Source: an optimization exercise on an open RTL-to-GDS flow (aim: small area, a short achievable clock period and few clock cycles per item). Production flows keep margins and buffers that such runs may drop.
In this exercise RTL edits were held to simulation tests only and were not proved equivalent to the original.
Power is estimated from default activity; no workload was simulated.

==> inputs of v27 <==
## booth_mult_top
module booth_mult_top (
	input  logic                          clk,
	input  logic                          reset,
	input  logic                          in_valid,
	input  logic signed [16-1:0] multiplicand,
	input  logic signed [16-1:0] multiplier,
	output logic                          out_valid,
	output logic signed [32-1:0] product
);
clock: 5.5 ns
lec_check: 0
cap_margin: 20
core_margin: 2
core_utilization: 40
setup_slack_margin: 3.3
slew_margin: 20
standard.sh (not shown) runs the stock make flow with config.mk's settings and CLKGATE_MAP_FILE= SYNTH_SCRIPT=/design/flow/synth_recipe.tcl, a recipe that flattens the netlist after the stock synthesis.
==> flow/flow/run.sh <==
#!/bin/bash
# Layout flow: the standard ORFS flow (standard.sh), unchanged synthesis, with these changes:
#  - after synthesis, polarity.py re-chooses the polarity of full adders and xor gates so that
#    fewer inverters are needed (registers and all other cells are left as they are);
#  - port buffers are buf_1 instead of the delay buffer that buffer_ports picks by default;
#  - clock tree: sink clusters of up to 20 registers under sky130_fd_sc_hd__clkbuf_8 leaves, no dummy loads.
# Each tool writes its full output to a log here: synth.log, polarity.log, standard.log
# (and ORFS's own logs under orfs/).
set -euo pipefail
R=orfs/results/sky130hd/booth_mult_top/base
bash standard.sh synth > synth.log 2>&1
cp $R/1_2_yosys.v $R/1_2_yosys_std.v
python3 flow/polarity.py $R/1_2_yosys_std.v $R/1_2_yosys.v > polarity.log 2>&1
rm -f $R/1_synth.odb $R/1_synth.sdc
export BUFFER_PORTS_ARGS="-buffer_cell sky130_fd_sc_hd__buf_1"
export CTS_ARGS="-sink_clustering_enable -repair_clock_nets -buf_list sky130_fd_sc_hd__clkbuf_8 -sink_clustering_size 20 -sink_clustering_max_diameter 60 -dont_use_dummy_load"
bash standard.sh > standard.log 2>&1
Other scripts of this flow, unchanged in this note and not shown: flow/flow/polarity.py
==> v7: changes against v27 <==
SETUP_SLACK_MARGIN = 3.5   (was 3.3)
==> v22: changes against v27 <==
CORE_UTILIZATION = 50   (was 40)
SETUP_SLACK_MARGIN = 3.4   (was 3.3)
==> v5: changes against v27 <==
SETUP_SLACK_MARGIN = 3.4   (was 3.3)
==> qor summary <==
quantity	v7	v5	v22	v27
Via count of the first global-routing pass	6533	6344	6645	6396
Worst-Skew Late Latency	530 ps	560 ps	510 ps	540 ps
Post-place setup slack	3039 ps	2967 ps	2997 ps	2999 ps
Violation count after the first detailed-routing iteration	553	452	280	370
Data buffer area share	8.663%	3.410%	3.202%	2.486%
Sequential group share of total power	46.8%	48.2%	48.7%	48.7%
Number of clock buffers inserted by TritonCTS	19	20	17	20
Seq. pwr	2.69 mW	2.70 mW	2.70 mW	2.68 mW
Non-filler instance count after layout	1284	1216	1151	1213
Initial Utilization	40.89%	40.89%	51.02%	40.89%
Register share of the cell area	37.66%	40.81%	41.25%	40.85%
Power density over the cells	467.6 nW/um2	495.3 nW/um2	493.5 nW/um2	494.7 nW/um2
Run status	complete, no violations	complete, no violations	complete, no violations	complete, no violations
Actual transition at the worst max-transition pin	436.9 ps	646.2 ps	418.9 ps	689.7 ps
Worst setup slack for register-to-register paths	3410 ps	3460 ps	3460 ps	3370 ps
Classification of the worst setup path	flip-flop to output pin	flip-flop to output pin	flip-flop to output pin	flip-flop to flip-flop
Worst-case vdd ir drop	0.2598 mV	0.3202 mV	0.3018 mV	0.2635 mV
GR Util met3	2.160%	2.260%	2.562%	2.587%
Routability Congestion	0.8118	0.8132	0.8898	0.8036
Worst Reg2Reg Path Length in Cells	6	4	5	4
Clock power frac	14.1%	14.9%	13.6%	14.9%
Final design area excluding fillers	12310 um2	11300 um2	11210 um2	11120 um2
Post-layout net count	1136	1068	1063	1065
Fraction of area in multi-input gates	47.52%	48.95%	49.72%	49.73%
Placed instance area	10800 um2	10770 um2	10680 um2	10770 um2
Testbench counts of v27, summed over its fixed seeds: cycles 24,024, items 24,000.
Testbench counts of v7, summed over its fixed seeds: cycles 24,024, items 24,000.
Testbench counts of v22, summed over its fixed seeds: cycles 24,024, items 24,000.
Testbench counts of v5, summed over its fixed seeds: cycles 24,024, items 24,000.

* * *

==> run a <==
booth_mult_top, a different RTL version from the one above (not shown whole).
export LEC_CHECK = 0
export CAP_MARGIN = 20
export CORE_MARGIN = 2
export CORE_UTILIZATION = 40
export SETUP_SLACK_MARGIN = 3.2
export SLEW_MARGIN = 20
create_clock -name core_clock -period 5.5 [get_ports {clk}]
==> flow/flow/run.sh <==
#!/bin/bash
# Layout flow: the standard ORFS flow (standard.sh), unchanged synthesis, with these changes:
#  - after synthesis, polarity.py re-chooses the polarity of full adders and xor gates so that
#    fewer inverters are needed (registers and all other cells are left as they are);
#  - port buffers are buf_1 instead of the delay buffer that buffer_ports picks by default;
#  - clock tree: sink clusters of up to 20 registers under clkbuf_8 leaves, no dummy loads.
# Each tool writes its full output to a log here: synth.log, polarity.log, standard.log
# (and ORFS's own logs under orfs/).
set -euo pipefail
R=orfs/results/sky130hd/booth_mult_top/base
bash standard.sh synth > synth.log 2>&1
cp $R/1_2_yosys.v $R/1_2_yosys_std.v
python3 flow/polarity.py $R/1_2_yosys_std.v $R/1_2_yosys.v > polarity.log 2>&1
rm -f $R/1_synth.odb $R/1_synth.sdc
export BUFFER_PORTS_ARGS="-buffer_cell sky130_fd_sc_hd__buf_1"
export CTS_ARGS="-sink_clustering_enable -repair_clock_nets -buf_list sky130_fd_sc_hd__clkbuf_8 -sink_clustering_size 20 -sink_clustering_max_diameter 60 -dont_use_dummy_load"
bash standard.sh > standard.log 2>&1
Other scripts of this flow, unchanged in this note and not shown: flow/flow/polarity.py
==> run b: changes against run a <==
CORE_UTILIZATION = 60   (was 40)
SETUP_SLACK_MARGIN = 3.3   (was 3.2)
==> run c: changes against run a <==
SETUP_SLACK_MARGIN = 3.3   (was 3.2)
==> run notes <==
metric	run c	run a	run b
Clock network contribution to total cell area	2.40%	2.55%	1.96%
Sum of internal, switching and leakage power	5.78 mW	5.75 mW	5.61 mW
Buffers outside the clock class	79	76	80
Number of cells traversed by the worst register-to-register path	9	9	8
Length of the first detailed-routing pass in iterations	6	5	5
Clock-pin slew on the worst setup and hold paths	0.11 ns	0.11 ns	0.10 ns
Status	finished clean	finished clean	finished clean
Post-route worst setup slack	3.37 ns	3.31 ns	3.32 ns
RePlAce Congestion	0.781	0.806	0.853
Initial core utilization	40.5%	40.5%	61.1%
Switching portion of total power	35.2%	35.2%	34.7%
Worst endpoint data arrival time	2.51 ns	2.63 ns	2.59 ns
Met2 Track Usage GR	25.0%	23.8%	37.5%
Critical path required time	5.87 ns	5.94 ns	5.91 ns
Worst-margin pin slew	0.712 ns	0.761 ns	0.658 ns
Switching power of the nets	2.03 mW	2.03 mW	1.95 mW
Testbench counts of run a, summed over its fixed seeds: cycles 24,024, items 24,000.
Testbench counts of run b, summed over its fixed seeds: cycles 24,024, items 24,000.
Testbench counts of run c, summed over its fixed seeds: cycles 24,024, items 24,000.

## afterwards: timing with drivers on the ports
The flow's constraints put no driver on any port. The routed layouts listed below were extracted and timed again, unchanged, in two steps. Step 1: set_driving_cell puts a clkbuf_16 on clk and a buf_2 on each other input, an assumption about the parent block. Step 2 also shifts input and output timing later by t, the mid clock arrival at the registers, as if the neighbouring blocks saw the same clock. Three values: ideal ports, drivers, drivers and shift; two values: the first two.
| run | t, ns | setup slack, ns | slew at the worst register clock pin (ns) |
|---|---|---|---|
| v27 | 0.559 | 3.372 / 3.345 / 3.372 | 0.11 / 0.11 |
| v7 | 0.548 | 3.406 / 3.362 / 3.406 | 0.11 / 0.11 |
| v22 | 0.530 | 3.442 / 3.405 / 3.456 | 0.11 / 0.11 |
| v5 | 0.559 | 3.406 / 3.365 / 3.464 | 0.11 / 0.11 |
| run a | 0.560 | 3.309 / 3.271 / 3.309 | 0.11 / 0.11 |
| run b | 0.528 | 3.320 / 3.320 / 3.320 | 0.11 / 0.11 |
| run c | 0.539 | 3.365 / 3.343 / 3.365 | 0.11 / 0.11 |
After both steps setup and hold are still met in every run listed.
